Background: an optimization exercise with open tools, aiming at small area, a short achievable clock period and few clock cycles per item. Do not read the settings as production practice.
Function was checked by simulation only, so behaviour that the tests miss may differ from the original.
Power figures rest on the tool's default switching activity, not on a simulated workload.

**flow/design.v**
```verilog
`default_nettype none
package tpcs_pkg;
    localparam int PLATE_WIDTH_DEF  = 256;
    localparam int PLATE_HEIGHT_DEF = 256;
    localparam int RAW_W      = 10;
    localparam int PRESS_W    = 12;
    localparam int POS_W      = 16;
    localparam int ALPHA_W    = 9;
    localparam int INV_W      = 2;
    localparam int CFG_IDX_W  = 3;
    localparam int CFG_DATA_W = 12;
    localparam int Q_W    = 24;   
    localparam int QB     = 25;   
    localparam int SP_W   = 25;   
    localparam int PR_W   = 35;   
    localparam logic [ALPHA_W-1:0] ALPHA_ONE = 9'd256;
    localparam logic [CFG_IDX_W-1:0] CFG_MIN_PRESSURE = 3'd0;
    localparam logic [CFG_IDX_W-1:0] CFG_RAW_X_MIN    = 3'd1;
    localparam logic [CFG_IDX_W-1:0] CFG_RAW_X_MAX    = 3'd2;
    localparam logic [CFG_IDX_W-1:0] CFG_RAW_Y_MIN    = 3'd3;
    localparam logic [CFG_IDX_W-1:0] CFG_RAW_Y_MAX    = 3'd4;
    localparam logic [CFG_IDX_W-1:0] CFG_INVERT_MASK  = 3'd5;
    localparam logic [CFG_IDX_W-1:0] CFG_FILTER_ALPHA = 3'd6;
    localparam logic [PRESS_W-1:0] MIN_PRESSURE_RST = 12'd10;
    localparam logic [RAW_W-1:0]   RAW_MIN_RST      = 10'd0;
    localparam logic [RAW_W-1:0]   RAW_MAX_RST      = 10'd1023;
    localparam logic [INV_W-1:0]   INVERT_RST       = 2'd0;
    localparam logic [ALPHA_W-1:0] ALPHA_RST        = 9'd64;
endpackage
`default_nettype wire
`default_nettype none
module touch_position_calibrate_smooth_unit #(
    parameter int PLATE_WIDTH  = tpcs_pkg::PLATE_WIDTH_DEF,
    parameter int PLATE_HEIGHT = tpcs_pkg::PLATE_HEIGHT_DEF
) (
    input  logic                                i_clk,
    input  logic                                i_rst_n,
    input  logic                                i_valid,
    output logic                                     o_stall,
    input  logic [tpcs_pkg::RAW_W-1:0]          i_raw_x,
    input  logic [tpcs_pkg::RAW_W-1:0]          i_raw_y,
    input  logic [tpcs_pkg::PRESS_W-1:0]        i_pressure,
    output logic                                     o_valid,
    input  logic                                i_stall,
    output logic                                     o_valid_res,
    output logic signed [tpcs_pkg::POS_W-1:0]        o_pos_x,
    output logic signed [tpcs_pkg::POS_W-1:0]        o_pos_y,
    input  logic                                i_cfg_we,
    input  logic [tpcs_pkg::CFG_IDX_W-1:0]      i_cfg_idx,
    input  logic [tpcs_pkg::CFG_DATA_W-1:0]     i_cfg_data
);
    localparam int RAW_W = tpcs_pkg::RAW_W;
    localparam int SP_W  = tpcs_pkg::SP_W;
    localparam int NP = 3;
    logic [tpcs_pkg::PRESS_W-1:0] r_min_pressure;
    logic [RAW_W-1:0]             r_x_min;
    logic [RAW_W-1:0]             r_x_max;
    logic [RAW_W-1:0]             r_y_min;
    logic [RAW_W-1:0]             r_y_max;
    logic [tpcs_pkg::INV_W-1:0]   r_invert;
    logic [tpcs_pkg::ALPHA_W-1:0] r_alpha;
    always_ff @(posedge i_clk) begin
        if (!i_rst_n) begin
            r_min_pressure <= tpcs_pkg::MIN_PRESSURE_RST;
            r_x_min        <= tpcs_pkg::RAW_MIN_RST;
            r_x_max        <= tpcs_pkg::RAW_MAX_RST;
            r_y_min        <= tpcs_pkg::RAW_MIN_RST;
            r_y_max        <= tpcs_pkg::RAW_MAX_RST;
            r_invert       <= tpcs_pkg::INVERT_RST;
            r_alpha        <= tpcs_pkg::ALPHA_RST;
        end else if (i_cfg_we) begin
            case (i_cfg_idx)
                tpcs_pkg::CFG_MIN_PRESSURE: r_min_pressure <= i_cfg_data;
                tpcs_pkg::CFG_RAW_X_MIN:    r_x_min  <= i_cfg_data[RAW_W-1:0];
                tpcs_pkg::CFG_RAW_X_MAX:    r_x_max  <= i_cfg_data[RAW_W-1:0];
                tpcs_pkg::CFG_RAW_Y_MIN:    r_y_min  <= i_cfg_data[RAW_W-1:0];
                tpcs_pkg::CFG_RAW_Y_MAX:    r_y_max  <= i_cfg_data[RAW_W-1:0];
                tpcs_pkg::CFG_INVERT_MASK:  r_invert <= i_cfg_data[tpcs_pkg::INV_W-1:0];
                tpcs_pkg::CFG_FILTER_ALPHA: r_alpha  <= i_cfg_data[tpcs_pkg::ALPHA_W-1:0];
                default: begin
                end
            endcase
        end
    end
    logic [10:0] den_x, den_y;
    logic [10:0] nden_x, nden_y;
    logic [9:0]  dmag_x, dmag_y;
    logic        r_dneg_x, r_dneg_y;
    logic        r_dzero_x, r_dzero_y;
    logic [8:0]  r_w;
    logic [8:0]  r_v;
    assign den_x  = {1'b0, r_x_max} - {1'b0, r_x_min};
    assign den_y  = {1'b0, r_y_max} - {1'b0, r_y_min};
    assign nden_x = {1'b0, r_x_min} - {1'b0, r_x_max};
    assign nden_y = {1'b0, r_y_min} - {1'b0, r_y_max};
    assign dmag_x = den_x[10] ? nden_x[9:0] : den_x[9:0];
    assign dmag_y = den_y[10] ? nden_y[9:0] : den_y[9:0];
    always_ff @(posedge i_clk) begin
        r_dneg_x  <= den_x[10];
        r_dneg_y  <= den_y[10];
        r_dzero_x <= (den_x == '0);
        r_dzero_y <= (den_y == '0);
        r_w       <= (r_alpha > tpcs_pkg::ALPHA_ONE) ? tpcs_pkg::ALPHA_ONE : r_alpha;
        r_v       <= (r_alpha > tpcs_pkg::ALPHA_ONE) ? 9'd0 : tpcs_pkg::ALPHA_ONE - r_alpha;
    end
    logic        r_kst_x, r_kst_y;
    logic [30:0] k_x, k_y;
    logic [32:0] k3_x, k3_y;
    logic [3:0]  ks_x, ks_y;
    logic        kwait_x, kwait_y;
    always_ff @(posedge i_clk) begin
        r_kst_x <= !i_rst_n || (i_cfg_we && (i_cfg_idx == tpcs_pkg::CFG_RAW_X_MIN ||
                                              i_cfg_idx == tpcs_pkg::CFG_RAW_X_MAX));
        r_kst_y <= !i_rst_n || (i_cfg_we && (i_cfg_idx == tpcs_pkg::CFG_RAW_Y_MIN ||
                                              i_cfg_idx == tpcs_pkg::CFG_RAW_Y_MAX));
    end
    tpcs_recip u_kx (
        .i_clk  (i_clk),
        .i_start(r_kst_x),
        .i_dmag (dmag_x),
        .o_k    (k_x),
        .o_k3   (k3_x),
        .o_s    (ks_x),
        .o_wait (kwait_x)
    );
    tpcs_recip u_ky (
        .i_clk  (i_clk),
        .i_start(r_kst_y),
        .i_dmag (dmag_y),
        .o_k    (k_y),
        .o_k3   (k3_y),
        .o_s    (ks_y),
        .o_wait (kwait_y)
    );
    logic r_out_valid;
    logic r_out_touch;
    logic adv;
    assign adv = !(r_out_valid && i_stall);
    logic [10:0] num_x, num_y;
    logic [9:0]  in_nx, in_ny;
    logic        in_sx, in_sy;
    assign num_x = (r_invert[0] ? {1'b0, r_x_max} : {1'b0, i_raw_x})
                 - (r_invert[0] ? {1'b0, i_raw_x} : {1'b0, r_x_min});
    assign num_y = (r_invert[1] ? {1'b0, r_y_max} : {1'b0, i_raw_y})
                 - (r_invert[1] ? {1'b0, i_raw_y} : {1'b0, r_y_min});
    assign in_sx = num_x[10];
    assign in_sy = num_y[10];
    assign in_nx = num_x[10] ? 10'(-num_x) : num_x[9:0];
    assign in_ny = num_y[10] ? 10'(-num_y) : num_y[9:0];
    logic        r_skid_valid;
    logic [9:0]  r_skid_nx, r_skid_ny;
    logic        r_skid_sx, r_skid_sy;
    logic        r_skid_touch;
    logic        r_s0_valid;
    logic [9:0]  r_s0_nx, r_s0_ny;
    logic        r_s0_sx, r_s0_sy;
    logic        r_s0_touch;
    logic        accept;
    logic        in_touch;
    assign o_stall  = r_skid_valid || kwait_x || kwait_y;
    assign accept   = i_valid && !o_stall;
    assign in_touch = (i_pressure >= r_min_pressure);
    always_ff @(posedge i_clk) begin
        if (!i_rst_n) begin
            r_skid_valid <= 1'b0;
            r_s0_valid   <= 1'b0;
        end else if (adv) begin
            r_skid_valid <= 1'b0;
            r_s0_valid   <= r_skid_valid || accept;
        end else if (accept) begin
            r_skid_valid <= 1'b1;
        end
    end
    always_ff @(posedge i_clk) begin
        if (adv) begin
            if (r_skid_valid) begin
                r_s0_nx    <= r_skid_nx;
                r_s0_ny    <= r_skid_ny;
                r_s0_sx    <= r_skid_sx;
                r_s0_sy    <= r_skid_sy;
                r_s0_touch <= r_skid_touch;
            end else begin
                r_s0_nx    <= in_nx;
                r_s0_ny    <= in_ny;
                r_s0_sx    <= in_sx;
                r_s0_sy    <= in_sy;
                r_s0_touch <= in_touch;
            end
        end else if (accept) begin
            r_skid_nx    <= in_nx;
            r_skid_ny    <= in_ny;
            r_skid_sx    <= in_sx;
            r_skid_sy    <= in_sy;
            r_skid_touch <= in_touch;
        end
    end
    logic [NP:1] r_pv;
    logic [NP:1] r_pt;
    always_ff @(posedge i_clk) begin
        if (!i_rst_n) begin
            r_pv <= '0;
        end else if (adv) begin
            r_pv <= {r_pv[NP-1:1], r_s0_valid};
        end
    end
    always_ff @(posedge i_clk) begin
        if (adv) begin
            r_pt <= {r_pt[NP-1:1], r_s0_touch};
        end
    end
    function automatic logic [14:0] booth_enc(input logic [8:0] wt);
        logic [10:0] b;
        b = {1'b0, wt, 1'b0};
        for (int j = 0; j < 5; j++) begin
            booth_enc[3*j]   = b[2*j+2] && !(b[2*j+1] && b[2*j]);
            booth_enc[3*j+1] = b[2*j+1] ^ b[2*j];
            booth_enc[3*j+2] = (b[2*j+2] && !b[2*j+1] && !b[2*j]) ||
                               (!b[2*j+2] && b[2*j+1] && b[2*j]);
        end
    endfunction
    logic r_primed;
    logic last_touch;
    logic [14:0] wenc_next;
    logic        seed_next;
    logic [14:0] venc_next;
    logic        venc_load;
    assign last_touch = r_pv[NP] && r_pt[NP];
    always_ff @(posedge i_clk) begin
        if (!i_rst_n) begin
            r_primed <= 1'b0;
        end else if (adv && last_touch) begin
            r_primed <= 1'b1;
        end
    end
    assign seed_next = !(r_primed || last_touch ||
                         (adv ? (r_pv[NP-1] && r_pt[NP-1]) : last_touch));
    assign wenc_next = booth_enc(seed_next ? tpcs_pkg::ALPHA_ONE : r_w);
    assign venc_next = i_rst_n ? booth_enc(r_v) : '0;
    assign venc_load = !i_rst_n || r_primed || (adv && last_touch);
    logic signed [SP_W-1:0] sp_x, sp_y;
    tpcs_axis u_x (
        .i_clk  (i_clk),
        .i_en   (adv),
        .i_upd  (adv && last_touch),
        .i_n    (r_s0_nx),
        .i_nneg (r_s0_sx),
        .i_k    (k_x),
        .i_k3   (k3_x),
        .i_ks   (ks_x),
        .i_dneg (r_dneg_x),
        .i_dzero(r_dzero_x),
        .i_wenc (wenc_next),
        .i_venc (venc_next),
        .i_vload(venc_load),
        .o_sp   (sp_x)
    );
    tpcs_axis u_y (
        .i_clk  (i_clk),
        .i_en   (adv),
        .i_upd  (adv && last_touch),
        .i_n    (r_s0_ny),
        .i_nneg (r_s0_sy),
        .i_k    (k_y),
        .i_k3   (k3_y),
        .i_ks   (ks_y),
        .i_dneg (r_dneg_y),
        .i_dzero(r_dzero_y),
        .i_wenc (wenc_next),
        .i_venc (venc_next),
        .i_vload(venc_load),
        .o_sp   (sp_y)
    );
    always_ff @(posedge i_clk) begin
        if (!i_rst_n) begin
            r_out_valid <= 1'b0;
        end else if (adv) begin
            r_out_valid <= r_pv[NP];
        end
    end
    always_ff @(posedge i_clk) begin
        if (adv) begin
            r_out_touch <= r_pt[NP];
        end
    end
    function automatic logic [15:0] pos_of(input logic signed [SP_W-1:0] sp);
        if (!sp[SP_W-1] && sp[SP_W-2]) begin
            pos_of = 16'h7FFF;
        end else begin
            pos_of = sp[SP_W-2:8];
        end
    endfunction
    assign o_valid     = r_out_valid;
    assign o_valid_res = r_out_touch;
    assign o_pos_x     = r_out_touch ? pos_of(sp_x) : '0;
    assign o_pos_y     = r_out_touch ? pos_of(sp_y) : '0;
endmodule
module tpcs_recip (
    input  logic        i_clk,
    input  logic        i_start,
    input  logic [9:0]  i_dmag,
    output logic [30:0] o_k,
    output logic [32:0] o_k3,
    output logic [3:0]  o_s,
    output logic        o_wait
);
    logic [3:0]  lz;
    logic [9:0]  dn;
    logic [9:0]  r_dn;
    logic        r_p2;
    logic [3:0]  r_s;
    logic [9:0]  r_rem;
    logic [30:0] r_q;
    logic [32:0] r_k3;
    logic [4:0]  r_cnt;
    always_comb begin
        lz = 4'd9;
        for (int i = 0; i < 10; i++) begin
            if (i_dmag[i]) lz = 4'(9 - i);
        end
    end
    assign dn = i_dmag << lz;
    logic [9:0] rem1, rem2;
    logic       q1, q2;
    logic [1:0] qb;
    function automatic logic [10:0] kstep(input logic [9:0] rem, input logic [9:0] d);
        logic [10:0] t;
        logic [10:0] x;
        t = {rem, 1'b0};
        x = t - {1'b0, d};
        if (x[10]) begin
            kstep = {1'b0, t[9:0]};
        end else begin
            kstep = {1'b1, x[9:0]};
        end
    endfunction
    assign {q1, rem1} = kstep(r_rem, r_dn);
    assign {q2, rem2} = kstep(rem1, r_dn);
    assign qb = {(q1 || r_p2) && (r_cnt != 5'd16), q2 || r_p2};
    logic [1:0]  r_qb;
    logic        r_kv;
    always_ff @(posedge i_clk) begin
        if (i_start) begin
            r_dn  <= dn;
            r_p2  <= (dn == 10'd512);
            r_s   <= lz;
            r_rem <= 10'd512;
            r_q   <= '0;
            r_cnt <= 5'd16;
        end else if (r_cnt != '0) begin
            r_rem <= rem2;
            r_q   <= {r_q[28:0], qb};
            r_cnt <= r_cnt - 5'd1;
        end
    end
    always_ff @(posedge i_clk) begin
        r_qb <= qb;
        r_kv <= !i_start && (r_cnt != '0);
        if (i_start) begin
            r_k3 <= '0;
        end else if (r_kv) begin
            r_k3 <= {r_k3[30:0], 2'b00} + 33'({r_qb, 1'b0}) + 33'(r_qb);
        end
    end
    assign o_k    = r_q;
    assign o_k3   = r_k3;
    assign o_s    = r_s;
    assign o_wait = i_start || (r_cnt != '0);
endmodule
module tpcs_axis (
    input  logic                     i_clk,
    input  logic                     i_en,
    input  logic                     i_upd,
    input  logic [9:0]               i_n,
    input  logic                     i_nneg,
    input  logic [30:0]              i_k,
    input  logic [32:0]              i_k3,
    input  logic [3:0]               i_ks,
    input  logic                     i_dneg,
    input  logic                     i_dzero,
    input  logic [14:0]              i_wenc,
    input  logic [14:0]              i_venc,
    input  logic                     i_vload,
    output logic signed [24:0]       o_sp
);
    logic [30:0] yh;
    logic [30:0] r_yh;
    logic        r_sgn;
    tpcs_kmul u_kmul (
        .i_n (i_n),
        .i_k (i_k),
        .i_k3(i_k3),
        .o_yh(yh)
    );
    always_ff @(posedge i_clk) begin
        if (i_en) begin
            r_yh  <= yh;
            r_sgn <= i_nneg ^ i_dneg;
        end
    end
    logic [24:0] mp;
    logic [24:0] r_mp;
    tpcs_round u_round (
        .i_yh   (r_yh),
        .i_ks   (i_ks),
        .i_sgn  (r_sgn),
        .i_dzero(i_dzero),
        .o_mp   (mp)
    );
    always_ff @(posedge i_clk) begin
        if (i_en) begin
            r_mp <= mp;
        end
    end
    logic [14:0] r_wenc;
    logic [14:0] r_venc;
    always_ff @(posedge i_clk) begin
        r_wenc <= i_wenc;
        if (i_vload) begin
            r_venc <= i_venc;
        end
    end
    logic [32:0] pw;
    logic [32:0] r_pw;
    tpcs_wmul u_wmul (
        .i_wenc(r_wenc),
        .i_x (r_mp),
        .o_p (pw)
    );
    always_ff @(posedge i_clk) begin
        if (i_en) begin
            r_pw <= pw;
        end
    end
    logic [24:0] sp;
    logic [24:0] r_sp;
    tpcs_blend u_blend (
        .i_venc(r_venc),
        .i_s (r_sp),
        .i_pw(r_pw),
        .o_s (sp)
    );
    always_ff @(posedge i_clk) begin
        if (i_upd) begin
            r_sp <= sp;
        end
    end
    assign o_sp = r_sp;
endmodule
module tpcs_kmul (
    input  logic [9:0]  i_n,
    input  logic [30:0] i_k,
    input  logic [32:0] i_k3,
    output logic [30:0] o_yh
);
    logic [41:0] row [0:4];
    logic [41:0] y;
    for (genvar j = 0; j < 5; j++) begin : g_row
        logic [32:0] pp;
        always_comb begin
            case (i_n[2*j+1:2*j])
                2'd0:    pp = '0;
                2'd1:    pp = {2'b00, i_k};
                2'd2:    pp = {1'b0, i_k, 1'b0};
                default: pp = i_k3;
            endcase
        end
        assign row[j] = 42'(pp) << (2*j);
    end
    assign y = row[0] + row[1] + row[2] + row[3] + row[4] + {1'b0, i_n, 31'd0} + 42'(i_n);
    assign o_yh = y[41:11];
endmodule
module tpcs_round (
    input  logic [30:0] i_yh,
    input  logic [3:0]  i_ks,
    input  logic        i_sgn,
    input  logic        i_dzero,
    output logic [24:0] o_mp
);
    logic [39:0] z;
    logic [24:0] u;
    logic        ovf;
    logic [27:0] ua;
    logic [27:0] t;
    assign z   = 40'(i_yh) << i_ks;
    assign u   = z[33:9];
    assign ovf = |z[39:34];
    assign ua  = i_sgn ? ~{3'b000, u} : {3'b000, u};
    assign t   = ua - 28'd1048319;
    always_comb begin
        if (i_dzero) begin
            o_mp = 25'd128;
        end else if (ovf || (!i_sgn && u >= 25'h10FFFFF) || (i_sgn && u >= 25'h0F00001)) begin
            o_mp = i_sgn ? 25'h180_0080 : 25'h080_007F;
        end else begin
            o_mp = t[25:1];
        end
    end
endmodule
function automatic logic [25:0] tpcs_brow(input logic [2:0] dg, input logic [24:0] x);
    logic [25:0] mag;
    logic [25:0] low;
    mag       = ({26{dg[1]}} & {x[24], x}) | ({26{dg[2]}} & {x, 1'b0});
    low       = mag ^ {26{dg[0]}};
    tpcs_brow = {~low[25], low[24:0]};
endfunction
module tpcs_wmul (
    input  logic [14:0] i_wenc,
    input  logic [24:0] i_x,
    output logic [32:0] o_p
);
    logic [32:0] row [0:4];
    logic [8:0]  negs;
    for (genvar j = 0; j < 5; j++) begin : g_row
        assign row[j]    = 33'(tpcs_brow(i_wenc[3*j+2:3*j], i_x)) << (2*j);
        assign negs[2*j] = i_wenc[3*j];
    end
    for (genvar j = 0; j < 4; j++) begin : g_gap
        assign negs[2*j+1] = 1'b0;
    end
    assign o_p = row[0] + row[1] + row[2] + row[3] + row[4] + 33'(negs)
               - 33'h0_AA00_0000;
endmodule
module tpcs_blend (
    input  logic [14:0] i_venc,
    input  logic [24:0] i_s,
    input  logic [32:0] i_pw,
    output logic [24:0] o_s
);
    logic [32:0] row [0:4];
    logic [8:0]  negs;
    logic [32:0] sum;
    for (genvar j = 0; j < 5; j++) begin : g_row
        assign row[j]    = 33'(tpcs_brow(i_venc[3*j+2:3*j], i_s)) << (2*j);
        assign negs[2*j] = i_venc[3*j];
    end
    for (genvar j = 0; j < 4; j++) begin : g_gap
        assign negs[2*j+1] = 1'b0;
    end
    assign sum = row[0] + row[1] + row[2] + row[3] + row[4] + 33'(negs) + i_pw
               + (33'd128 - 33'h0_AA00_0000);
    assign o_s = sum[32:8];
endmodule
`default_nettype wire
```
**flow/flow/run.sh**
```bash
#!/bin/bash
set -euo pipefail
MARGIN=${MARGIN:-7.8}
sed "s|CLKGATE_MAP_FILE= |CLKGATE_MAP_FILE= SETUP_SLACK_MARGIN=${MARGIN} |" standard.sh > margin_standard.sh
grep -q "SETUP_SLACK_MARGIN=${MARGIN}" margin_standard.sh
bash margin_standard.sh > make.log 2>&1
```
**flow/standard.sh**
```bash
#!/bin/bash
# synth_recipe.tcl (not shown) runs the flow's synth.tcl, then flattens the netlist and writes it again
# the make line also repeats each setting of config.mk as NAME=value (left out here)
make -C /OpenROAD-flow-scripts/flow DESIGN_CONFIG=/design/flow/config.mk WORK_HOME=/design/flow/orfs CLKGATE_MAP_FILE= SYNTH_SCRIPT=/design/flow/synth_recipe.tcl "${@:-finish}"
```
**flow/config.mk**
```make
export PLATFORM = sky130hd
export DESIGN_NAME = touch_position_calibrate_smooth_unit
export DESIGN_NICKNAME = touch_position_calibrate_smooth_unit
export VERILOG_FILES = /design/flow/design.v
export SDC_FILE = /design/flow/constraint.sdc
export NUM_CORES = 4
export LEC_CHECK = 0
export CAP_MARGIN = 20
export CORE_MARGIN = 2
export CORE_UTILIZATION = 55
export SLEW_MARGIN = 20
export SYNTH_HIERARCHICAL = 1
```
**flow/constraint.sdc**
```tcl
create_clock -name core_clock -period 13.0 [get_ports {i_clk}]
set_input_delay 2.6000 -clock core_clock [delete_from_list [all_inputs] [get_ports {i_clk}]]
set_output_delay 2.6000 -clock core_clock [all_outputs]
set_load 0.01 [all_outputs]
```
==> out/results.env, run 1 <==
SLOWEST_DELAY_NS=0.57
DOMINANTREGCELLSYNTH='edfxtp_1'
CLOCK_SINKS=627
DRCVIOLATIONCOUNT=0
WORST_HOLD_PATH_TYPE='register to register'
FINALSETUPVIOLCOUNT=0
LAYOUT.NETS=9756
PRE_CTS_SLACK_NS=6.86
P_LEAK_nW=36.9
FP.COREAREA_SQ_UM=145000
FINAL.PERIOD_UTILIZATION=0.406
NUMBER_OF_SEARCH_AND_REPAIR_ITERATIONS_IN_THE_FIRST_DETAILED_ROUTING_PASS=6
FINALHOLDVIOLATIONS=0
YOSYSTOPAREACELLSHARE=0.139
SYNTH_AREA_SQ_UM=80400
TIMING.CRITICAL_PATH.CELLS='buf_12 -> a22oi_2 -> xnor2_2 -> fa_1 -> fa_1 -> fa_1 -> inv_2 -> fa_1 -> inv_2 -> ha_4 -> a211oi_2 -> o211ai_1 -> o211ai_2 -> a21oi_4 -> o21ai_4 -> a211oi_4 -> o2111ai_1 -> or3b_1'
CLOCKROOTBUFFER='clkbuf_16'
ROUTED_WL_UM=242000
CPMAXSTAGEDELAYCELL='fa_1'
ACTUAL_TRANSITION_AT_THE_WORST_MAX_TRANSITION_PIN_NS=1.18
FINAL_MAX_SLEW_VIOL_COUNT=0
YS_ASYNC_SR_FRACTION=0
CRITICAL_PATH_BUF_INV_COUNT=3
CRIT_TYPE='register to register'
WORST-ENDPOINT-ARRIVAL_NS=5.69
PORT-BUFFER-COUNT=86
MAXIMUM_NUMBER_OF_PINS_ON_ONE_NET_BEFORE_GLOBAL_ROUTE_REPAIR=98
FINALWORSTSETUPSLACK_NS=7.73
SWITCHING_SHARE=0.468
FP.DIEH_UM=386
PLACE.GP.CONGESTION=0.923
GRT_PASS1_VIAS=64289
VIASPERCELL=6.23
EFFECTIVE_UTILIZATION_AT_FLOORPLAN=0.553
CELL_FAMILY_WITH_MOST_CP_DELAY='adder cells'
PWRDENS_nW_PER_UM2=234
P_SW_W=0.00979
MAX_CAP_VIOL_COUNT=0
LAYOUT-DRIVE-GT1-SHARE=0.162
FIN_WORST_SKEW_NS=0.0500
SYNTH_TOP_CELLS_BY_AREA='fa_1 14%, edfxtp_1 13%, ha_1 8.7%, xnor2_1 7.4%, dfxtp_1 7.1%'
WORSTPATHMAXFANOUT=7
SYNTH.DISTINCT_CELLS=135
SYNTH.YOSYS.WARNINGS=16
DIE_W_UM=386
TIMING.CRITICAL_PATH.FROM_TYPE='register'
TRITONCTS='built'
UNREPAIRED_SETUP_ENDPOINTS_AFTER_GLOBAL_ROUTING='yes'
SEQPWRFRAC=0.181
WORST_PATH_REQUIRED_TIME_NS=13.42
WORST_SLEW_MARGIN_REL=0.207
CLOCK_PATH_BUFFERS=3
TOTALNEGATIVESETUPSLACK_NS=0
NETLIST.TOP_CELL.BY_AREA='fa_1'
YOSYS_REGISTER_BITS=627
INTPOWER_W=0.0111
DETAILEDPLACEMENTHPWL_UM=169000
CTS_MADE_BUFFERS=80
DR_TOTAL_VIAS=65914
OUTCOME='finished clean'
POWER.COMBINATIONAL.FRACTION=0.711
PWR-SHARE-CLK=0.108
CTS_HTREE_LEVELS=3
IR_DROP_mV=0.248
CLOCK_LATENCY_NS=0.71
P_TOTAL_W=0.0209
CLKSLEWWORSTSETUPHOLDPATHS_NS=0.06
SYN_AVG_CELL_AREA_SQ_UM=9.24
FINAL_PERIOD_MINUS_WORST_SETUP_SLACK_NS=5.27
POST_DP_CELL_AREA_SQ_UM=81400
SYN2LAYOUT_AREA_GROWTH_PCT=11.2
DIE_AREA_SQ_UM=149000
ANTENNA_FOUND_INITIAL=9
POST_DRT_WL_PER_CELL_UM=22.9
FINAL_DESIGN_AREA_NO_FILL_SQ_UM=89400
I_O_PIN_TOTAL=87
POSTROUTEANTENNANETS=0
TRACK_USAGE=0.314
PLACEMENT_ROWS=140
NUMBER_OF_SYNTHESIZED_FLOPS_WITH_AN_ENABLE_PIN=340
ACHIEVABLE-FREQUENCY_GHz=0.190
GLOBAL_ROUTE.OVERFLOW_TOTAL=0
POSTSYNTHCELLCOUNT=8696
CP_COMMON_CELL='fa_1'
GRT_PASS1_WL_UM=372000
CRIT_PATH_END_KIND='register'
INITIAL_DRC_COUNT=5702
YOSYSSEQAREASHARE=0.199
FINALHOLDWORSTSLACK_NS=0.427
Yosys stat by module, one instance, submodules excluded:
module,flops+latches,area [sq um],cells inside
tpcs_kmul,0,8420,1015
tpcs_round,0,4550,511
tpcs_recip,97,5360,638
tpcs_blend,0,6540,739
tpcs_axis,145,4210,146
touch_position_calibrate_smooth_unit,143,9730,1082
tpcs_wmul,0,6230,758
synthesized netlist by cell type, drive strengths merged (206+ instances only):
cell type / instances
clkbuf: 524
mux2: 281
xnor2: 682
xor2: 206
nand2: 655
o21ai: 364
inv: 836
ha: 557
nor2: 380
a22oi: 506
mux2i: 282
dfxtp: 287
fa: 556
edfxtp: 340
a21oi: 369
power groups by stage:
stage / Sequential, W / Clock, W / Combinational [W]
2_1_floorplan: 0.00331 / 0 / 0.0102
3_3_place_gp: 0.00379 / 0 / 0.0123
3_5_place_dp: 0.00380 / 0 / 0.0125
4_1_cts: 0.00375 / 0.00230 / 0.0136
5_1_grt: 0.00383 / 0.00237 / 0.0163
6_report: 0.00378 / 0.00226 / 0.0149
sequential cells by signal (all words and copies together), names as in the netlist, 12 cells and up:
register,cells
u_x.r_yh,31
u_x.r_venc,15
u_y.r_yh,31
r_min_pressure,12
u_ky.r_k3,33
u_ky.r_q,31
u_kx.r_q,31
u_kx.r_k3,33
u_x.r_sp,25
u_y.r_sp,25
u_y.r_venc,15
u_x.r_pw,33
u_y.r_wenc,15
u_y.r_pw,33
u_x.r_wenc,15
u_x.r_mp,25
u_y.r_mp,25
layout make-up:
cell class / instances / area [sq um]
Antenna cell: 1 / 2.50
Clock buffer: 105 / 2230
Clock inverter: 40 / 383
Fill cell: 12441 / 56000
Inverter: 840 / 3200
Multi-Input combinational cell: 6559 / 60300
Sequential cell: 627 / 16000
Tap cell: 1917 / 2400
Timing Repair Buffer: 482 / 4880
Timing Repair inverter: 1 / 7.51
placed cells by master (no fill, tap or decap), types with 59 or more instances in the layout:
| master | n |
|---|---|
| and3_1 | 61 |
| edfxtp_1 | 340 |
| nor3_1 | 85 |
| xnor2_1 | 668 |
| o21ai_1 | 59 |
| buf_4 | 302 |
| inv_1 | 802 |
| mux2i_1 | 267 |
| a22o_1 | 166 |
| mux4_2 | 76 |
| nand3_1 | 109 |
| a22oi_1 | 466 |
| nand2b_1 | 60 |
| nand2_1 | 645 |
| clkbuf_16 | 83 |
| o211ai_1 | 63 |
| xor2_1 | 197 |
| a21oi_1 | 306 |
| mux2_2 | 272 |
| nor2_1 | 358 |
| clkdlybuf4s50_1 | 79 |
| fa_1 | 548 |
| o21ai_0 | 267 |
| ha_1 | 495 |
| nor2b_1 | 78 |
| dfxtp_1 | 269 |
| a211oi_1 | 84 |
| a21o_1 | 112 |
stage by stage:
stage	std cells	util
after detailed placement	10117	0.560
after floorplan	8699	-
after global routing	10572	0.615
final	10572	0.615
after global placement	10116	0.559
after CTS	10456	0.598
worst paths after layout:
kind / slack, ns / to / cells after the start / from
max: 7.73 / u_y.r_sp[24] / 18 / u_y.r_venc[4]
min reg2reg: 0.43 / r_pt[1] / 0 / r_s0_touch
min: 0.43 / r_pt[1] / 0 / r_s0_touch
max reg2reg: 7.73 / u_y.r_sp[24] / 18 / u_y.r_venc[4]
logic make-up (layout without fill, tap and decap cells):
group	Yosys count	count (layout)	synth area share
compound gates	2152	2153	0.192
xor+xnor	888	889	0.0974
simple gates	1726	1733	0.103
mux	667	667	0.106
flops	627	627	0.199
buf+inv	1522	1468	0.0779
fa+ha+maj	1113	1113	0.225
other cells	1	5	0.0000467
repair_timing:
action	4_1_cts	5_1_grt
cloned	22	5
endpoints found under the setup margin	143	158
resized for setup	221	316
pin swaps	71	160
hold buffers	0	0
setup buffers	172	110
layer usage:
metal / track usage / up-vias / share of wire
met3: 0.0453 / 565 / 0.065
li1: - / 30514 / -
met4: 0.125 / 6 / 0.047
met2: 0.519 / 2490 / 0.47
met5: 0 / - / 0.00017
met1: 0.415 / 32339 / 0.42
Testbench counts, summed over its fixed seeds: cycles 1,752, items 1,600.
==> run 2, diff against run 1 <==
--- a/flow/flow/run.sh
+++ b/flow/flow/run.sh
@@ -2,3 +2,3 @@
 set -euo pipefail
-MARGIN=${MARGIN:-7.8}
+MARGIN=${MARGIN:-8.6}
 sed "s|CLKGATE_MAP_FILE= |CLKGATE_MAP_FILE= SETUP_SLACK_MARGIN=${MARGIN} |" standard.sh > margin_standard.sh
==> out/results.env, run 2 <==
YS_ASYNC_SR_FRACTION=0  # unchanged
CLOCK_SINKS=627  # unchanged
FINAL.PERIOD_UTILIZATION=0.403  # -0.00299
FINAL_MAX_SLEW_VIOL_COUNT=0  # unchanged
OUTCOME='finished clean'
NUMBER_OF_SEARCH_AND_REPAIR_ITERATIONS_IN_THE_FIRST_DETAILED_ROUTING_PASS=7  # +1
SYN_AVG_CELL_AREA_SQ_UM=9.24  # unchanged
SYN2LAYOUT_AREA_GROWTH_PCT=21.3
IR_DROP_mV=0.343  # +39%
DR_TOTAL_VIAS=68887  # +4.5%
WORST-ENDPOINT-ARRIVAL_NS=5.69  # about the same
ANTENNA_FOUND_INITIAL=8  # -1
WORST_SLEW_MARGIN_REL=0.201  # -0.00652
FINAL_CELL_MIX='759 x inv_1, 647 x xnor2_1, 623 x nand2_1, 523 x fa_1, 488 x buf_4'
N_FILL_CELL=11491  # -7.6%
PWR-SHARE-CLK=0.102  # -0.006
TRACK_USAGE=0.326  # +0.0119
USE_MET2=0.538  # +0.0194
FIN_WORST_SKEW_NS=0.0415  # -0.00853 ns
SYNTH_AREA_SQ_UM=80400  # unchanged
FP.DIEH_UM=386  # unchanged
CLOCKROOTBUFFER='clkbuf_16'
FINALHOLDVIOLATIONS=0  # unchanged
MAXIMUM_NUMBER_OF_PINS_ON_ONE_NET_BEFORE_GLOBAL_ROUTE_REPAIR=80  # -18%
TRITONCTS='built'
NUMBER_OF_SYNTHESIZED_FLOPS_WITH_AN_ENABLE_PIN=340  # unchanged
SYNTH.CELLS.MOST_FREQUENT='827 x inv_1, 680 x xnor2_1, 653 x nand2_1, 557 x ha_1, 556 x fa_1'
SYNTH.DISTINCT_CELLS=135  # unchanged
WORSTPATHMAXFANOUT=8  # +1
ROUTED_WL_UM=254000  # +4.9%
CRIT_PATH_END_KIND='register'
LAYOUT.NETS=10157  # +4.1%
DRCVIOLATIONCOUNT=0  # unchanged
NETLIST.TOP_CELL.BY_AREA='fa_1'
GRT_MOST_USED_LAYER='met2'
SYNTH_TOP_CELLS_BY_AREA='fa_1 14%, edfxtp_1 13%, ha_1 8.7%, xnor2_1 7.4%, dfxtp_1 7.1%'
ACHIEVABLE-FREQUENCY_GHz=0.191  # +0.74%
GRT_PASS1_VIAS=67398  # +4.8%
POWER.COMBINATIONAL.FRACTION=0.739  # +0.028
PLACEMENT_ROWS=140  # unchanged
HOLDBUFCOUNTCTS=0  # unchanged
P_LEAK_nW=39.8  # +7.9%
YOSYSSEQAREASHARE=0.199  # unchanged
FINALWORSTSETUPSLACK_NS=7.77  # +0.0388 ns
CLOCK_LATENCY_NS=0.73  # +0.02 ns
INITIAL_DRC_COUNT=6634  # +16%
LAYOUT-DRIVE-GT1-SHARE=0.260  # +0.0984
CLOCK_PATH_BUFFERS=3  # unchanged
WORST_HOLD_PATH_TYPE='register to register'
CTS_HTREE_LEVELS=3  # unchanged
INTPOWER_W=0.0124  # +11%
PLACE.GP.CONGESTION=0.926  # +0.34%
SYNTH.YOSYS.WARNINGS=16  # unchanged
SWITCHING_SHARE=0.464  # -0.00408
YOSYS.CELL_COUNT.TOP_TYPE='inv_1'
DETAILEDPLACEMENTHPWL_UM=167000  # -0.90%
YOSYSTOPAREACELLSHARE=0.139  # unchanged
GRT_PASS1_WL_UM=386000  # +3.8%
GLOBAL_ROUTE.OVERFLOW_TOTAL=0  # unchanged
PORT-BUFFER-COUNT=86  # unchanged
DIE_AREA_SQ_UM=149000  # unchanged
MAX_CAP_VIOL_COUNT=0  # unchanged
DOMINANTREGCELLSYNTH='edfxtp_1'
POSTROUTEANTENNANETS=0  # unchanged
CLKSLEWWORSTSETUPHOLDPATHS_NS=0.06  # about the same
CRIT_TYPE='register to register'
WORST_PATH_REQUIRED_TIME_NS=13.46  # +0.04 ns
PWRDENS_nW_PER_UM2=237  # +1.2%
MET3_USAGE=0.0495  # +0.00419
PRE_CTS_SLACK_NS=6.91  # +0.0508 ns
YOSYS_REGISTER_BITS=627  # unchanged
ACTUAL_TRANSITION_AT_THE_WORST_MAX_TRANSITION_PIN_NS=1.19  # +0.0162 ns
VIASPERCELL=6.27  # +0.64%
UNREPAIRED_SETUP_ENDPOINTS_AFTER_GLOBAL_ROUTING='yes'
EFFECTIVE_UTILIZATION_AT_FLOORPLAN=0.553  # unchanged
FINALSETUPVIOLCOUNT=0  # unchanged
LAYOUT_COMMONEST_CELL='inv_1'
GRT.MET1_USAGE=0.440  # +0.0247
FP.COREAREA_SQ_UM=145000  # unchanged
DIE_W_UM=386  # unchanged
I_O_PIN_TOTAL=87  # unchanged
CTS_MADE_BUFFERS=81  # +1.3%
POST_DRT_WL_PER_CELL_UM=23.2  # +1.0%
TOTALNEGATIVESETUPSLACK_NS=0  # unchanged
P_SW_W=0.0107  # +9.4%
FINAL_PERIOD_MINUS_WORST_SETUP_SLACK_NS=5.23  # -0.0388 ns
TIMING.CRITICAL_PATH.FROM_TYPE='register'
SEQPWRFRAC=0.159  # -0.022
POSTSYNTHCELLCOUNT=8696  # unchanged
run 2: cell counts after synthesis:
Identical to the previous run, type by type.
run 2: routing by layer:
metal	vias to the layer above	routed length (um)	share of wire
met5	-	46	0.00018
met4	6	9270	0.036
met3	578	17800	0.070
met2	2734	120000	0.47
met1	34255	107000	0.42
li1	31314	-	-
run 2: logic make-up after synthesis:
group / count (synthesis) / synth area share
other: 1 / 0.0000467
adders and majority gates: 1113 / 0.225
DFF: 627 / 0.199
buffers and inverters: 1522 / 0.0779
and+or+nand+nor: 1726 / 0.103
AOI/OAI and AO/OA: 2152 / 0.192
xor gates and xnor gates: 888 / 0.0974
muxes: 667 / 0.106
run 2: power by group through the flow:
stage	clock network, W	logic (W)	registers (W)
after floorplan	0	0.0107	0.00331
after global placement	0	0.0126	0.00385
after detailed placement	0	0.0129	0.00386
after CTS	0.00240	0.0153	0.00365
after global routing	0.00247	0.0185	0.00371
final	0.00235	0.0170	0.00367
run 2: path summary, 6_finish.rpt:
| check | start | cells past startpoint | to | slack, ns |
|---|---|---|---|---|
| min reg2reg | r_pt[1] | 0 | r_pt[2] | 0.44 |
| min | r_pt[1] | 0 | r_pt[2] | 0.44 |
| max | u_x.r_venc[1] | 19 | u_x.r_sp[24] | 7.77 |
| max reg2reg | u_x.r_venc[1] | 19 | u_x.r_sp[24] | 7.77 |
run 2: what timing repair did:
action                     in CTS  in global routing
setup buffers                 496                181
cloned                         32                  7
pin swaps                     332                343
setup endpoints to repair     385                341
resized for setup             943                563
run 2: per-stage QoR:
stage	cells	cell area (sq um)	utilization	hold WS, ns	total power, W
6_report	10979	97500	0.671	0.438	0.0231
3_3_place_gp	10110	82200	0.565	0.408	0.0165
3_5_place_dp	10110	82200	0.565	0.426	0.0168
4_1_cts	10788	93400	0.642	0.421	0.0214
5_1_grt	10976	97500	0.670	0.452	0.0247
2_1_floorplan	8699	81900	-	0.400	0.0140
run 2: final cells by class:
type,instances,area (sq um),share of cell area
Timing Repair Buffer,883,9130,0.0936
Antenna cell,3,7.51,0.0000770
Sequential cell,627,16100,0.165
Clock buffer,108,2220,0.0228
Inverter,840,3240,0.0332
Clock inverter,42,538,0.00552
Multi-Input combinational cell,6558,63900,0.655
Tap cell,1917,2400,0.0246
Timing Repair inverter,1,7.51,0.0000770
run 2: critical path: stages (launching register included):
cell and delay [ns]:
edfxtp_1 0.42, buf_12 0.17, a22oi_2 0.18, xor2_1 0.22
fa_1 0.45, inv_1 0.08, fa_1 0.43, fa_1 0.49
inv_1 0.05, fa_1 0.53, inv_2 0.05, ha_4 0.29
nand2_2 0.06, o211ai_1 0.20, o211ai_2 0.19, a21oi_2 0.30
o21ai_4 0.11, a211oi_4 0.33, nor3_1 0.07, or3b_1 0.34
run 2: per-module statistics from Yosys (local to each module, per instance):
module                                area, sq um  flops+latches  times used
touch_position_calibrate_smooth_unit         9730            143           1
tpcs_kmul                                    8420              0           2
tpcs_blend                                   6540              0           2
tpcs_wmul                                    6230              0           2
tpcs_recip                                   5360             97           2
tpcs_round                                   4550              0           2
tpcs_axis                                    4210            145           2
==> run 3, diff against run 2 <==
==> flow/run.sh (new file) <==
#!/bin/bash
# synth_recipe.tcl (not shown) runs the flow's synth.tcl, then flattens the netlist and writes it again
# the make line also repeats each setting of config.mk as NAME=value (left out here)
make -C /OpenROAD-flow-scripts/flow DESIGN_CONFIG=/design/flow/config.mk WORK_HOME=/design/flow/orfs CLKGATE_MAP_FILE= SYNTH_SCRIPT=/design/flow/synth_recipe.tcl finish
removed: flow/flow/run.sh
removed: flow/standard.sh
==> out/results.env, run 3 <==
OUTCOME='finished clean'
POSTSYNTHCELLCOUNT=8696  # unchanged
SYNTH_AREA_SQ_UM=80400  # unchanged
WORST_PATH_REQUIRED_TIME_NS=10.40  # -3.06 ns
YOSYSSEQAREASHARE=0.199  # unchanged
FINAL.PERIOD_UTILIZATION=0.500  # +0.0973
ROUTED_WL_UM=222000  # -13%
FINAL_PERIOD_MINUS_WORST_SETUP_SLACK_NS=6.50  # +1.27 ns
SYN_AVG_CELL_AREA_SQ_UM=9.24  # unchanged
DIE_W_UM=386  # unchanged
TIMING.CRITICAL_PATH.FROM_TYPE='register'
TRITONCTS='built'
INITIAL_DRC_COUNT=5267  # -21%
EFFECTIVE_UTILIZATION_AT_FLOORPLAN=0.553  # unchanged
FP.COREAREA_SQ_UM=145000  # unchanged
FINALHOLDVIOLATIONS=0  # unchanged
CTS_MADE_BUFFERS=79  # -2.5%
PWRDENS_nW_PER_UM2=221  # -6.7%
CTS.REPAIR_TIMING.SETUP_BUFFER_COUNT=0  # -100%
LAYOUT_COMMONEST_CELL='inv_1'
GRT_PASS1_VIAS=62252  # -7.6%
SYNTH.CELLS.MOST_FREQUENT='827 x inv_1, 680 x xnor2_1, 653 x nand2_1, 557 x ha_1, 556 x fa_1'
FINISH.UTILIZATION=0.578  # -0.0926
GLOBAL_ROUTE.OVERFLOW_TOTAL=0  # unchanged
YS_ASYNC_SR_FRACTION=0  # unchanged
FIN_WORST_SKEW_NS=0.0391  # -0.00237 ns
POST_DRT_WL_PER_CELL_UM=21.6  # -6.9%
FINALSETUPVIOLCOUNT=0  # unchanged
PLACE.GP.CONGESTION=0.899  # -2.9%
LAYOUT-DRIVE-GT1-SHARE=0.0944  # -0.166
I_O_PIN_TOTAL=87  # unchanged
PLACEMENT_ROWS=140  # unchanged
DETAILEDPLACEMENTHPWL_UM=165000  # -1.5%
FINALWORSTSETUPSLACK_NS=6.50  # -1.27 ns
TRACK_USAGE=0.293  # -0.0328
DIE_AREA_SQ_UM=149000  # unchanged
P_TOTAL_W=0.0185  # -20%
VIASPERCELL=6.18  # -1.5%
MAXIMUM_NUMBER_OF_PINS_ON_ONE_NET_BEFORE_GLOBAL_ROUTE_REPAIR=88  # +10%
CTSRESIZECOUNT=0  # -100%
ACTUAL_TRANSITION_AT_THE_WORST_MAX_TRANSITION_PIN_NS=1.15  # -0.0462 ns
DR_TOTAL_VIAS=63475  # -7.9%
HOLDBUFCOUNTCTS=0  # unchanged
LAYOUT.NETS=9457  # -6.9%
WORST_SLEW_MARGIN_REL=0.235  # +0.0337
WORSTPATHMAXFANOUT=42  # +34
FINAL_MAX_SLEW_VIOL_COUNT=0  # unchanged
WORST_HOLD_PATH_TYPE='register to register'
MAX_CAP_VIOL_COUNT=0  # unchanged
SYNTH.YOSYS.WARNINGS=16  # unchanged
DRCVIOLATIONCOUNT=0  # unchanged
CRIT_TYPE='register to primary output'
CLOCK_SINKS=627  # unchanged
ANTENNA_FOUND_INITIAL=2  # -6
GRT_PASS1_WL_UM=352000  # -8.8%
CLOCK_LATENCY_NS=0.70  # -0.03 ns
SYN2LAYOUT_AREA_GROWTH_PCT=4.57
UNREPAIRED_SETUP_ENDPOINTS_AFTER_GLOBAL_ROUTING='no'
NETLIST.TOP_CELL.BY_AREA='fa_1'
CRIT_PATH_END_KIND='primary output'
YOSYS_REGISTER_BITS=627  # unchanged
CTS_HTREE_LEVELS=3  # unchanged
N_FILL_CELL=12951  # +13%
DOMINANTREGCELLSYNTH='edfxtp_1'
SYNTH_TOP_CELLS_BY_AREA='fa_1 14%, edfxtp_1 13%, ha_1 8.7%, xnor2_1 7.4%, dfxtp_1 7.1%'
P_LEAK_nW=34.9  # -12%
WORST-ENDPOINT-ARRIVAL_NS=3.90  # -1.79 ns
FINAL_CELL_MIX='827 x inv_1, 680 x xnor2_1, 652 x nand2_1, 557 x ha_1, 556 x fa_1'
IR_DROP_mV=0.283  # -18%
POSTROUTEANTENNANETS=0  # unchanged
CLOCK_PATH_BUFFERS=3  # unchanged
CLOCKROOTBUFFER='clkbuf_16'
YOSYSTOPAREACELLSHARE=0.139  # unchanged
SYNTH.DISTINCT_CELLS=135  # unchanged
CLKSLEWWORSTSETUPHOLDPATHS_NS=0.06  # about the same
NUMBER_OF_SEARCH_AND_REPAIR_ITERATIONS_IN_THE_FIRST_DETAILED_ROUTING_PASS=6  # -1
YOSYS.CELL_COUNT.TOP_TYPE='inv_1'
PORT-BUFFER-COUNT=86  # unchanged
TOTALNEGATIVESETUPSLACK_NS=0  # unchanged
ACHIEVABLE-FREQUENCY_GHz=0.154  # -19%
FP.DIEH_UM=386  # unchanged
PRE_CTS_SLACK_NS=6.78  # -0.131 ns
NUMBER_OF_SYNTHESIZED_FLOPS_WITH_AN_ENABLE_PIN=340  # unchanged
## run 3: report_power, final
group	switching, W	internal (W)
clock	0.000928	0.00132
combinational	0.00701	0.00550
sequential	0.000758	0.00302
## run 3: kinds of logic after synthesis
logic type,after synthesis,synth area share
simple gates,1726,0.103
flops,627,0.199
other cells,1,0.0000467
fa+ha+maj,1113,0.225
mux,667,0.106
compound gates,2152,0.192
buf+inv,1522,0.0779
xor+xnor,888,0.0974
## run 3: routing by layer
| layer | wire (um) | share of wire | track usage | vias to the layer above |
|---|---|---|---|---|
| met5 | 13 | 0.000059 | 0 | - |
| met4 | 6090 | 0.027 | 0.0838 | 2 |
| met3 | 12900 | 0.058 | 0.0414 | 328 |
| met2 | 105000 | 0.47 | 0.484 | 2003 |
| met1 | 98000 | 0.44 | 0.402 | 31259 |
| li1 | - | - | - | 29883 |
## run 3: stage by stage
stage,instances,hold WS [ns],instance area [sq um]
after global routing,10272,0.487,84000
after detailed placement,10128,0.464,81400
after global placement,10128,0.453,81400
final,10273,0.470,84000
after floorplan,8699,0.400,80400
after CTS,10272,0.472,84000
## run 3: area by class of cell
cell class              instances  area [sq um]  area share
diodes                          1          2.50   0.0000298
clock buffers                 107          2250      0.0268
clock inverters                37           379     0.00451
inverters                     840          3150      0.0375
multi-input cells            6550         58200       0.693
flip-flops and latches        627         16000       0.190
well taps                    1917          2400      0.0285
repair buffers                194          1670      0.0198
## run 3: worst paths after layout
check	startpoint	slack, ns	endpoint	depth (start not counted)
max	u_kx.r_cnt[0]	6.50	o_stall	9
min reg2reg	r_pv[1]	0.47	r_pv[2]	2
max reg2reg	r_s0_ny[3]	6.71	u_y.r_yh[28]	20
min	r_pv[1]	0.47	r_pv[2]	2
## run 3: critical path, cell delays in order (launching register included)
cell and delay (ns):
dfxtp_1 0.31, inv_1 0.08, ha_1 0.24, nand2_1 0.12, or2_2 0.62, nor2_1 0.52, inv_1 0.11, nor3_1 0.58
inv_1 0.10, clkdlybuf4s50_1 0.51
## run 3: modules after synthesis (local to each module, per instance)
module                                cells  area (sq um)
touch_position_calibrate_smooth_unit   1082          9730
tpcs_axis                               146          4210
tpcs_blend                              739          6540
tpcs_kmul                              1015          8420
tpcs_recip                              638          5360
tpcs_round                              511          4550
tpcs_wmul                               758          6230
==> run 4, diff against run 3 <==
--- a/flow/design.v
+++ b/flow/design.v
@@ -237,2 +237,10 @@
     assign wenc_next = booth_enc(seed_next ? tpcs_pkg::ALPHA_ONE : r_w);
+    logic [14:0] r_wenc;
+    logic [14:0] r_venc;
+    always_ff @(posedge i_clk) begin
+        r_wenc <= wenc_next;
+        if (venc_load) begin
+            r_venc <= venc_next;
+        end
+    end
     assign venc_next = i_rst_n ? booth_enc(r_v) : '0;
@@ -251,5 +259,4 @@
         .i_dzero(r_dzero_x),
-        .i_wenc (wenc_next),
-        .i_venc (venc_next),
-        .i_vload(venc_load),
+        .i_wenc (r_wenc),
+        .i_venc (r_venc),
         .o_sp   (sp_x)
@@ -267,5 +274,4 @@
         .i_dzero(r_dzero_y),
-        .i_wenc (wenc_next),
-        .i_venc (venc_next),
-        .i_vload(venc_load),
+        .i_wenc (r_wenc),
+        .i_venc (r_venc),
         .o_sp   (sp_y)
@@ -381,3 +387,2 @@
     input  logic [14:0]              i_venc,
-    input  logic                     i_vload,
     output logic signed [24:0]       o_sp
@@ -413,10 +418,2 @@
     end
-    logic [14:0] r_wenc;
-    logic [14:0] r_venc;
-    always_ff @(posedge i_clk) begin
-        r_wenc <= i_wenc;
-        if (i_vload) begin
-            r_venc <= i_venc;
-        end
-    end
     logic [32:0] pw;
@@ -424,3 +421,3 @@
     tpcs_wmul u_wmul (
-        .i_wenc(r_wenc),
+        .i_wenc(i_wenc),
         .i_x (r_mp),
@@ -436,3 +433,3 @@
     tpcs_blend u_blend (
-        .i_venc(r_venc),
+        .i_venc(i_venc),
         .i_s (r_sp),
==> flow/flow/run.sh (new file) <==
#!/bin/bash
set -euo pipefail
MARGIN=${MARGIN:-7.8}
sed "s|CLKGATE_MAP_FILE= |CLKGATE_MAP_FILE= SETUP_SLACK_MARGIN=${MARGIN} |" standard.sh > margin_standard.sh
grep -q "SETUP_SLACK_MARGIN=${MARGIN}" margin_standard.sh
bash margin_standard.sh > make.log 2>&1
==> flow/standard.sh (new file) <==
#!/bin/bash
# synth_recipe.tcl (not shown) runs the flow's synth.tcl, then flattens the netlist and writes it again
# the make line also repeats each setting of config.mk as NAME=value (left out here)
make -C /OpenROAD-flow-scripts/flow DESIGN_CONFIG=/design/flow/config.mk WORK_HOME=/design/flow/orfs CLKGATE_MAP_FILE= SYNTH_SCRIPT=/design/flow/synth_recipe.tcl "${@:-finish}"
removed: flow/run.sh
==> out/results.env, run 4 <==
DRCVIOLATIONCOUNT=0  # unchanged
MAXIMUM_NUMBER_OF_PINS_ON_ONE_NET_BEFORE_GLOBAL_ROUTE_REPAIR=93  # +5.7%
TOTALNEGATIVESETUPSLACK_NS=0  # unchanged
UNREPAIRED_SETUP_ENDPOINTS_AFTER_GLOBAL_ROUTING='yes'
PLACEMENT_ROWS=139  # -0.71%
GRT_PASS1_VIAS=63893  # +2.6%
USE_MET2=0.486  # +0.00228
SYNTH-COMPOUND-AREA-SHARE=0.190  # -0.00186
LAYOUT.NETS=9732  # +2.9%
DR_TOTAL_VIAS=66430  # +4.7%
ANTENNA_FOUND_INITIAL=4  # +2
CLOCK_PATH_BUFFERS=3  # unchanged
VIASPERCELL=6.31  # +2.1%
EFFECTIVE_UTILIZATION_AT_FLOORPLAN=0.555  # +0.00199
FF2FF_SETUP_SLACK_NS=7.64  # +0.93 ns
GRT_PASS1_WL_UM=371000  # +5.2%
WORSTPATHMAXFANOUT=4  # -90%
R2R-START='r_venc[8]'
WORST_PATH_REQUIRED_TIME_NS=13.42  # +3.02 ns
CLKSLEWWORSTSETUPHOLDPATHS_NS=0.06  # about the same
SEQUENTIAL_CELL_AREA_SQ_UM=15200  # -4.9%
SLOWEST_DELAY_NS=0.51  # -0.11 ns
LAYOUT_COMMONEST_CELL='inv_1'
SYN_AVG_CELL_AREA_SQ_UM=9.15  # -0.95%
WORST_HOLD_PATH_TYPE='register to register'
ROUTED_WL_UM=245000  # +11%
YS_ASYNC_SR_FRACTION=0  # unchanged
TIMING.CRITICAL_PATH.FROM_TYPE='register'
GLOBAL_ROUTE.OVERFLOW_TOTAL=0  # unchanged
SYNTH_TOP_CELLS_BY_AREA='fa_1 14%, edfxtp_1 12%, ha_1 8.7%, xnor2_1 7.5%, dfxtp_1 6.8%'
IR_DROP_mV=0.487  # +72%
N_FILL_CELL=12274  # -5.2%
P_LEAK_nW=36.3  # +4.1%
FINAL_PERIOD_MINUS_WORST_SETUP_SLACK_NS=5.36  # -1.14 ns
CLOCK_SINKS=595  # -5.1%
POST_DRT_WL_PER_CELL_UM=23.3  # +7.9%
PWRDENS_nW_PER_UM2=248  # +12%
WORST-ENDPOINT-ARRIVAL_NS=5.78  # +1.88 ns
SYNTH_AREA_SQ_UM=79700  # -0.84%
DIE_AREA_SQ_UM=148000  # -0.83%
FINAL.PERIOD_UTILIZATION=0.412  # -0.0875
DOMINANTREGCELLSYNTH='edfxtp_1'
FINALSETUPVIOLCOUNT=0  # unchanged
FINAL_MAX_SLEW_VIOL_COUNT=0  # unchanged
TRITONCTS='built'
INITIAL_DRC_COUNT=6286  # +19%
TIMING.CRITICAL_PATH.CELLS='buf_12 -> buf_8 -> a22oi_1 -> xnor2_1 -> fa_1 -> fa_1 -> fa_1 -> inv_2 -> fa_1 -> inv_2 -> ha_4 -> buf_6 -> o21ai_4 -> a21oi_2 -> and4_4 -> a2111oi_4 -> buf_6 -> nor3_4 -> a211oi_2 -> a21oi_1 -> xor2_1'
CRITICAL_PATH_DEPTH=21  # +12
DETAILEDPLACEMENTHPWL_UM=168000  # +1.8%
CP-STARTPOINT='r_venc[8]'
FINISH.UTILIZATION=0.623  # +0.0448
CPMAXSTAGEDELAYCELL='fa_1'
NUMBER_OF_SEARCH_AND_REPAIR_ITERATIONS_IN_THE_FIRST_DETAILED_ROUTING_PASS=25  # +19
MAX_CAP_VIOL_COUNT=0  # unchanged
ACHIEVABLE-FREQUENCY_GHz=0.187  # +21%
P_TOTAL_W=0.0222  # +19%
CRITICAL_PATH_BUF_INV_COUNT=6  # +2
FP.DIEH_UM=385  # -0.42%
PORT-BUFFER-COUNT=86  # unchanged
POSTROUTEANTENNANETS=0  # unchanged
COUNT_OF_CELLS_ALONG_THE_WORST_REGISTER_TO_REGISTER_PATH=21  # +5.0%
LAYOUTNONFILLERINSTCOUNT=10535  # +2.6%
OUTCOME='finished clean'
SYNTHXORXNORAREAFRAC=0.0983  # +0.000823
RR_ENDPOINT='u_x.r_sp[23]'
SYN2LAYOUT_AREA_GROWTH_PCT=12.3
WORST_SLEW_MARGIN_REL=0.284  # +0.0497
ACTUAL_TRANSITION_AT_THE_WORST_MAX_TRANSITION_PIN_NS=1.07  # -0.0804 ns
NUMBER_OF_SYNTHESIZED_FLOPS_WITH_AN_ENABLE_PIN=324  # -4.7%
CLOCK_LATENCY_NS=0.68  # -0.02 ns
YOSYS_REGISTER_BITS=595  # -5.1%
MET3_USAGE=0.0413  # -0.000101
CTS_MADE_BUFFERS=76  # -3.8%
YOSYSTOPAREACELLSHARE=0.140  # +0.00117
CRIT_TYPE='register to register'
CP_COMMON_CELL='fa_1'
HOLDBUFCOUNTCTS=0  # unchanged
TIMING.CRITICAL_PATH.TO='u_x.r_sp[23]'
TRACK_USAGE=0.314  # +0.0210
SYNTH_SIMPLE_GATE_AREA_FRAC=0.106  # +0.00391
SYNTH.CELLS.MOST_FREQUENT='821 x inv_1, 684 x xnor2_1, 666 x nand2_1, 557 x ha_1, 556 x fa_1'
CELL_FAMILY_WITH_MOST_CP_DELAY='adder cells'
I_O_PIN_TOTAL=87  # unchanged
SYNTH.DISTINCT_CELLS=133  # -1.5%
DP_CELLS=10087  # -0.40%
GRT.MET1_USAGE=0.448  # +0.0465
DIE_W_UM=385  # -0.42%
NETLIST.TOP_CELL.BY_AREA='fa_1'
CRIT_PATH_END_KIND='register'
CTS_HTREE_LEVELS=3  # unchanged
LAYOUT-DRIVE-GT1-SHARE=0.169  # +0.0747
SYNTH.YOSYS.WARNINGS=16  # unchanged
POSTSYNTHCELLCOUNT=8706  # +0.11%
SYNTH_ADDER_AREA_SHARE=0.227  # +0.00190
CLOCKROOTBUFFER='clkbuf_16'
SYNTHMUXAREASHARE=0.108  # +0.00167
FINALHOLDVIOLATIONS=0  # unchanged
MULTI_INPUT_AREA_SQ_UM=60900  # +4.6%
YOSYS.CELL_COUNT.TOP_TYPE='inv_1'
FIN_WORST_SKEW_NS=0.0435  # +0.00435 ns
SYNTH_TOP_FAMILY_BY_AREA='adder cells'
FP.COREAREA_SQ_UM=144000  # -1.2%
PLACE.GP.CONGESTION=0.910  # +1.2%
FINAL_CELL_MIX='801 x inv_1, 668 x xnor2_1, 660 x nand2_1, 544 x fa_1, 455 x ha_1'
YOSYSSEQAREASHARE=0.190  # -0.00837
GRT_MOST_USED_LAYER='met2'
[run 4: cell count changes after synthesis, moves of 15 or more]
cell	previous run	this run
nor2_1	378	411
dfxtp_1	287	271
edfxtp_1	340	324
o21ai_0	302	317
buf_1	52	70
a21o_1	112	87
[run 4: cells by family after synthesis]
logic type	Yosys count
AOI/OAI and AO/OA	2126
and+or+nand+nor	1774
buffers and inverters	1537
adders and majority gates	1113
xor gates and xnor gates	888
muxes	672
DFF	595
other	1
[run 4: worst min path at each step]
stage	from	end	slack, ns	cells past startpoint
5_1_grt	r_s0_touch	r_pt[1]	0.44	0
3_5_place_dp	r_pt[1]	r_pt[2]	0.42	0
2_1_floorplan	r_s0_touch	r_pt[1]	0.40	0
6_report	r_s0_touch	r_pt[1]	0.43	0
3_3_place_gp	r_pt[1]	r_pt[2]	0.41	0
4_1_cts	r_pt[1]	r_pt[2]	0.43	0
[run 4: routing by layer]
metal  up-vias  wire length (um)
li1      30420                 -
met1     32773            107000
met2      2743            110000
met3       490             17700
met4         4             10600
met5         -                25
[run 4: repair_timing]
item,in CTS,in global routing
gates resized for setup,266,454
gates cloned,22,16
buffers inserted,113,154
pin swaps,70,223
endpoints found under the setup margin,169,130
[run 4: area by class of cell]
class	instances	share of cell area
timing repair inverter	3	0.000252
timing repair buffer	480	0.0603
antenna	2	0.0000559
clock inverter	37	0.00358
sequential	595	0.170
inverter	832	0.0352
tap	1903	0.0266
multi-input combinational	6579	0.680
clock buffer	104	0.0238
[run 4: power by group]
part	total (W)	switching [W]	internal, W	leakage (nW)
Clock	0.00212	0.000902	0.00122	1.20
Combinational	0.0163	0.00860	0.00773	29.5
Sequential	0.00371	0.000798	0.00291	5.60
Total	0.0222	0.0103	0.0119	36.3
[run 4: per-module statistics from Yosys, one instance, submodules excluded]
| module | flops+latches | area (sq um) |
|---|---|---|
| tpcs_recip | 97 | 5360 |
| touch_position_calibrate_smooth_unit | 171 | 10400 |
| tpcs_round | 0 | 4550 |
| tpcs_axis | 115 | 3460 |
| tpcs_blend | 0 | 6450 |
| tpcs_wmul | 0 | 6240 |
| tpcs_kmul | 0 | 8570 |
[run 4: metrics by stage]
step	area, sq um	hold slack, ns	setup WS, ns
after floorplan	79700	0.400	7.67
after global placement	80500	0.409	6.81
after detailed placement	80500	0.418	6.79
after CTS	85600	0.431	7.67
after global routing	89500	0.444	7.50
final	89500	0.426	7.64
Testbench counts of run 4, summed over its fixed seeds: cycles 1,752, items 1,600.

==> port drivers added, routing unchanged <==
The results above use ideal ports. As a check the final layouts listed here were re-extracted and re-timed, cells and wires unchanged. Step 1 assumes that a clkbuf_16 drives the clock port and a buf_2 every other input. Step 2 moves the port delays by t, midway between the first and last clock arrival at a register: inputs arrive t later, outputs are due t later. That takes back most of the time a late clock gives input paths. Slacks: ideal ports / drivers / drivers and shift; pairs: ideal ports / drivers.
| run | shift t [ns] | setup slack, ns | worst hold slack (ns) | latest minus earliest clock arrival (ns) | worst register clock-pin slew, ns |
|---|---|---|---|---|---|
| run 1 | 0.764 | 7.728 / 7.728 / 7.166 | 0.427 / 0.427 / 0.427 | 0.059 / 0.058 | 0.07 / 0.07 |
| run 2 | 0.790 | 7.767 / 7.767 / 7.587 | 0.438 / 0.438 / 0.438 | 0.044 / 0.044 | 0.07 / 0.07 |
| run 3 | 0.756 | 6.502 / 6.425 / 6.711 | 0.470 / 0.470 / 0.470 | 0.046 / 0.045 | 0.07 / 0.07 |
| run 4 | 0.740 | 7.640 / 7.640 / 7.161 | 0.426 / 0.426 / 0.426 | 0.045 / 0.045 | 0.07 / 0.07 |
After both steps every run listed still meets setup and hold. The setup slack of run 1, which loses most, moves by 0.000 ns with the drivers and by -0.562 ns with both steps.
